Context: an optimization exercise on an open-source flow, tuned for small area, a short achievable clock period and few clock cycles per item. The choices shown serve that exercise and are no tape-out recipe. RTL that was checked went through simulation tests only; none was proved equivalent to the original. Power is estimated from default activity; no workload was simulated.

rev 12:
## quadrature_decoder_velocity_core
module quadrature_decoder_velocity_core
(
    input  wire logic      clk,
    input  wire logic      rst_n,
    input  wire logic      in_valid,
    output logic           in_stall,
    input  wire logic [35:0] in_data_bits,
    output logic           out_valid,
    input  wire logic      out_stall,
    output logic [64:0]    out_data_bits
);
    localparam int FD = 16;              
    localparam int MW = 45;              
    localparam logic [MW-1:0] SCALE    = MW'(15625);              
    localparam logic [MW-1:0] MAG_MAX1 = MW'(45'h1e847fffc2f7);   
    localparam logic [MW-1:0] MAG_MAX2 = MW'(45'h1e847fff85ee);   
    localparam logic [1:0] C_QRY = 2'd0;
    localparam logic [1:0] C_UP  = 2'd1;
    localparam logic [1:0] C_DN  = 2'd2;
    localparam logic [1:0] C_RST = 2'd3;
    logic        ivalid;
    logic [34:0] ibuf;           
    logic        eqz;            
    logic        stall_r;
    logic        proc;           
    logic        in_fire;
    logic [1:0]  in_op;
    logic [31:0] in_time;
    logic        in_up;
    logic        is_query;
    assign in_op    = ibuf[34:33];
    assign in_time  = ibuf[31:0];
    assign in_up    = ibuf[32];
    assign is_query = (in_op == qdv_pkg::OP_QUERY);
    assign in_stall = stall_r;
    assign in_fire  = in_valid && !stall_r;
    logic [1:0]  fifo_mem [FD];
    logic [4:0]  fcnt;
    logic        fne, ffull;     
    logic [1:0]  head;
    logic [1:0]  push_code;
    logic        pop;
    assign head = fifo_mem[0];
    logic          msgn;
    logic [MW-1:0] mag;
    logic          mzero, mmin, mmax;    
    logic [31:0]   snap_time;
    logic [31:0]   dt_now;
    logic          snap_upd;             
    qdv_add #(.N(32)) u_dt (.a(in_time), .b(~snap_time), .ci(1'b1), .y(dt_now), .co());
    logic        busy, done;
    logic [31:0] dv;             
    logic [32:0] rem;            
    logic [32:0] sq;             
    logic [5:0]  cnt;            
  ...
For scale: ~2500 cells after synthesis, ~330 flip-flops.
make LEC_CHECK=0 CAP_MARGIN=20 CORE_MARGIN=2 CORE_UTILIZATION=55 PLACE_DENSITY=0.65 SETUP_SLACK_MARGIN=4.2 SLEW_MARGIN=20 finish   # period 8.0 ns
run.sh (not shown) runs the stock make flow with config.mk's settings and CLKGATE_MAP_FILE= SYNTH_SCRIPT=/design/flow/synth_recipe.tcl, a recipe that flattens the netlist after the stock synthesis.
Modified inputs, rev 13 compared to rev 12
--- a/flow/config.mk
+++ b/flow/config.mk
@@ -10,3 +10 @@
-export CORE_UTILIZATION = 55
-export PLACE_DENSITY = 0.65
-export SETUP_SLACK_MARGIN = 4.2
+export CORE_UTILIZATION = 40
Notes after the runs:
Rev 13 gives less multi-input combinational area share than rev 12 did. The number of buffers inserted by post-CTS setup repair in rev 13 sits 12 below the value recorded for rev 12. Looking at total power across rev 12 and rev 13, the one that comes out lower is rev 13. Measured against rev 13, the full die area of rev 12 comes out at 0.73 times the reference value. Relative to rev 12, final cell count has gone up in rev 13.
No functional check of the RTL was part of any run of this note.

quadrature_decoder_velocity_core, a different RTL version from the one above (not shown whole).
Size: roughly 2,500 cells after synthesis, roughly 330 flip-flops, about 22,000 µm² of cells after synthesis.
==> flow/config.mk <==
export PLATFORM = sky130hd
export DESIGN_NAME = quadrature_decoder_velocity_core
export DESIGN_NICKNAME = quadrature_decoder_velocity_core
export VERILOG_FILES = /design/flow/design.v
export SDC_FILE = /design/flow/constraint.sdc
export NUM_CORES = 4
export LEC_CHECK = 0
export CAP_MARGIN = 20
export CORE_MARGIN = 2
export CORE_UTILIZATION = 62
export PLACE_DENSITY = 0.72
export SETUP_SLACK_MARGIN = 4.4
export SLEW_MARGIN = 20
==> flow/constraint.sdc <==
create_clock -name core_clock -period 8.0 [get_ports {clk}]
set_input_delay 1.6000 -clock core_clock [delete_from_list [all_inputs] [get_ports {clk}]]
set_output_delay 1.6000 -clock core_clock [all_outputs]
set_load 0.01 [all_outputs]
The first run completed without violations.
Testbench counts at the start, summed over its fixed seeds: cycles 32,309, items 24,063.
Change:
CORE_UTILIZATION = 55   (was 62)
PLACE_DENSITY = 0.65   (was 0.72)
What happened: Combinational power grows slightly; hold slack barely changes; synthesized area is unchanged; wire length increases slightly; die area increases by roughly a tenth; clock-buffer cell count rose by 1; via count came out lower slightly; setup slack is better by 0.16 ns; first-iteration DRC count climbs slightly; core utilization fell by 7.2 points.
Change:
SETUP_SLACK_MARGIN = 4.3   (was 4.4)
Outcome: The changed run went through all stages and came out clean; hold slack is worse by 0.0031 ns; sequential cell count does not change; total power is lower by 1.6%; final area came out lower by about 1.2%.

== south ==
Another version of the RTL of quadrature_decoder_velocity_core (not shown whole).
Size in the first run: ~2500 cells after synthesis, roughly 330 flip-flops, about 110 I/O pins.
clock: 8.0 ns
lec_check: 0
cap_margin: 20
core_margin: 2
core_utilization: 55
place_density: 0.65
setup_slack_margin: 4.55
slew_margin: 20
Testbench counts of south, summed over its fixed seeds: cycles 32,309, items 24,063.
Inputs modified between south and east:
diff --git a/flow/config.mk b/flow/config.mk
--- a/flow/config.mk
+++ b/flow/config.mk
@@ -10,4 +10,6 @@
 export CORE_UTILIZATION = 55
+export CTS_CLUSTER_DIAMETER = 80
+export CTS_CLUSTER_SIZE = 20
 export PLACE_DENSITY = 0.65
-export SETUP_SLACK_MARGIN = 4.55
+export SETUP_SLACK_MARGIN = 4.4
 export SLEW_MARGIN = 20
--- outcome ---
For east, the beginning of the critical path was rem[2], unlike south, where it was rem[8]. Against south, east comes in 45 lower on net count reported at finish. Between east and south, it is east whose part of the total power dissipated in combinational logic is higher, by 1.1 points. east | stages: all done | timing, DRC, antenna: all pass. Compared to south, east has detailed route wirelength on metal3 about 16% lower. Of south and east, the lower number of gates resized after CTS belongs to east.

## red
quadrature_decoder_velocity_core with an RTL version that a note above also has.
For scale: ~330 flip-flops, ~110 I/O pins.
make LEC_CHECK=0 CAP_MARGIN=20 CORE_MARGIN=2 CORE_UTILIZATION=55 CTS_CLUSTER_DIAMETER=100 CTS_CLUSTER_SIZE=30 PLACE_DENSITY=0.65 SETUP_SLACK_MARGIN=4.4 SLEW_MARGIN=20 finish   # period 8.0 ns
red | status: complete | timing, DRC, antenna: pass
Testbench counts of red, summed over its fixed seeds: cycles 32,309, items 24,063.
Relative to red, the following input files were edited for blue:
--- a/flow/config.mk
+++ b/flow/config.mk
@@ -9,7 +9,5 @@
 export CORE_MARGIN = 2
-export CORE_UTILIZATION = 55
-export CTS_CLUSTER_DIAMETER = 100
-export CTS_CLUSTER_SIZE = 30
-export PLACE_DENSITY = 0.65
-export SETUP_SLACK_MARGIN = 4.4
+export CORE_UTILIZATION = 50
+export PLACE_DENSITY = 0.62
+export SETUP_SLACK_MARGIN = 4.7
 export SLEW_MARGIN = 20
[summary]
- Changes observed in blue relative to red: critical path depth closely matched the old numbers; cell depth of the worst hold path now sits higher.
- In blue, the fraction of area in multi-input gates came out 2.4 points below the value in red.

Starting RTL as in the previous note.
## quadrature_decoder_velocity_core
module quadrature_decoder_velocity_core
(
    input  wire logic      clk,
    input  wire logic      rst_n,
    input  wire logic      in_valid,
    output logic           in_stall,
    input  wire logic [35:0] in_data_bits,
    output logic           out_valid,
    input  wire logic      out_stall,
    output logic [64:0]    out_data_bits
);
==> flow/config.mk <==
export PLATFORM = sky130hd
export DESIGN_NAME = quadrature_decoder_velocity_core
export DESIGN_NICKNAME = quadrature_decoder_velocity_core
export VERILOG_FILES = /design/flow/design.v
export SDC_FILE = /design/flow/constraint.sdc
export NUM_CORES = 4
export LEC_CHECK = 0
export CAP_MARGIN = 20
export CORE_MARGIN = 2
export CORE_UTILIZATION = 55
export PLACE_DENSITY = 0.65
export SETUP_SLACK_MARGIN = 4.5
export SLEW_MARGIN = 20
export TNS_END_PERCENT = 0
==> flow/constraint.sdc <==
create_clock -name core_clock -period 8.0 [get_ports {clk}]
set_input_delay 1.6000 -clock core_clock [delete_from_list [all_inputs] [get_ports {clk}]]
set_output_delay 1.6000 -clock core_clock [all_outputs]
set_load 0.01 [all_outputs]
The starting point produced a clean layout.
Testbench counts at the start, summed over its fixed seeds: cycles 32,309, items 24,063.
Edit:
- CTS_CLUSTER_DIAMETER: not set -> 80
- CTS_CLUSTER_SIZE: not set -> 20
- SETUP_SLACK_MARGIN: 4.5 -> 4.4
- TNS_END_PERCENT: 0 -> not set
After rerunning:
- The changed run went through all stages and came out clean
- sequential share of layout area increases by 0.28 points
- non-clock buffer count increases by 22
- routed wire length increases by 1.0%
- via count hardly moves
- fmax increases by 2.5%
- sequential cell count does not change
- utilization decreases by 0.48 points
- global-route usage decreases by 0.29 points
- worst setup slack is better by 0.089 ns
- final area decreases by 0.75%

-- afterwards: timing with drivers on the ports --
In the flow no input, the clock included, has a driving cell. The finished layouts below were timed again as built, in two steps. Step 1 assumes that a clkbuf_16 drives the clock port and a buf_2 every other input. Step 2 also shifts input and output timing later by t, the mid clock arrival at the registers, as if the neighbouring blocks saw the same clock. Slacks: ideal / step 1 / step 2; pairs: ideal / step 1.
run	shift t [ns]	setup slack, ns	hold WS [ns]	clock arrival spread, ns
rev 12	0.613	4.067 / 4.067 / 3.967	0.493 / 0.493 / 0.493	0.018 / 0.017
rev 13	0.619	3.103 / 3.103 / 3.103	0.524 / 0.524 / 0.524	0.032 / 0.032
the first run of note 2	0.613	4.244 / 4.244 / 3.874	0.510 / 0.510 / 0.510	0.024 / 0.024
the second run of note 2	0.620	4.403 / 4.403 / 4.156	0.510 / 0.510 / 0.510	0.020 / 0.020
the third run of note 2	0.625	4.243 / 4.243 / 3.771	0.507 / 0.507 / 0.507	0.029 / 0.029
south	0.609	4.364 / 4.364 / 4.086	0.485 / 0.485 / 0.485	0.024 / 0.024
east	0.619	4.271 / 4.271 / 4.170	0.481 / 0.481 / 0.481	0.019 / 0.019
red	0.607	4.362 / 4.362 / 4.045	0.525 / 0.525 / 0.525	0.031 / 0.031
blue	0.631	4.466 / 4.466 / 4.108	0.530 / 0.530 / 0.530	0.020 / 0.019
the first run of note 5	0.615	4.289 / 4.289 / 3.763	0.513 / 0.513 / 0.513	0.025 / 0.025
the second run of note 5	0.643	4.378 / 4.378 / 4.164	0.517 / 0.517 / 0.517	0.023 / 0.023
After both steps setup and hold are still met in every run listed. For the first run of note 5, which loses most, drivers alone change the setup slack by 0.000 ns; drivers and shift together by -0.526 ns.
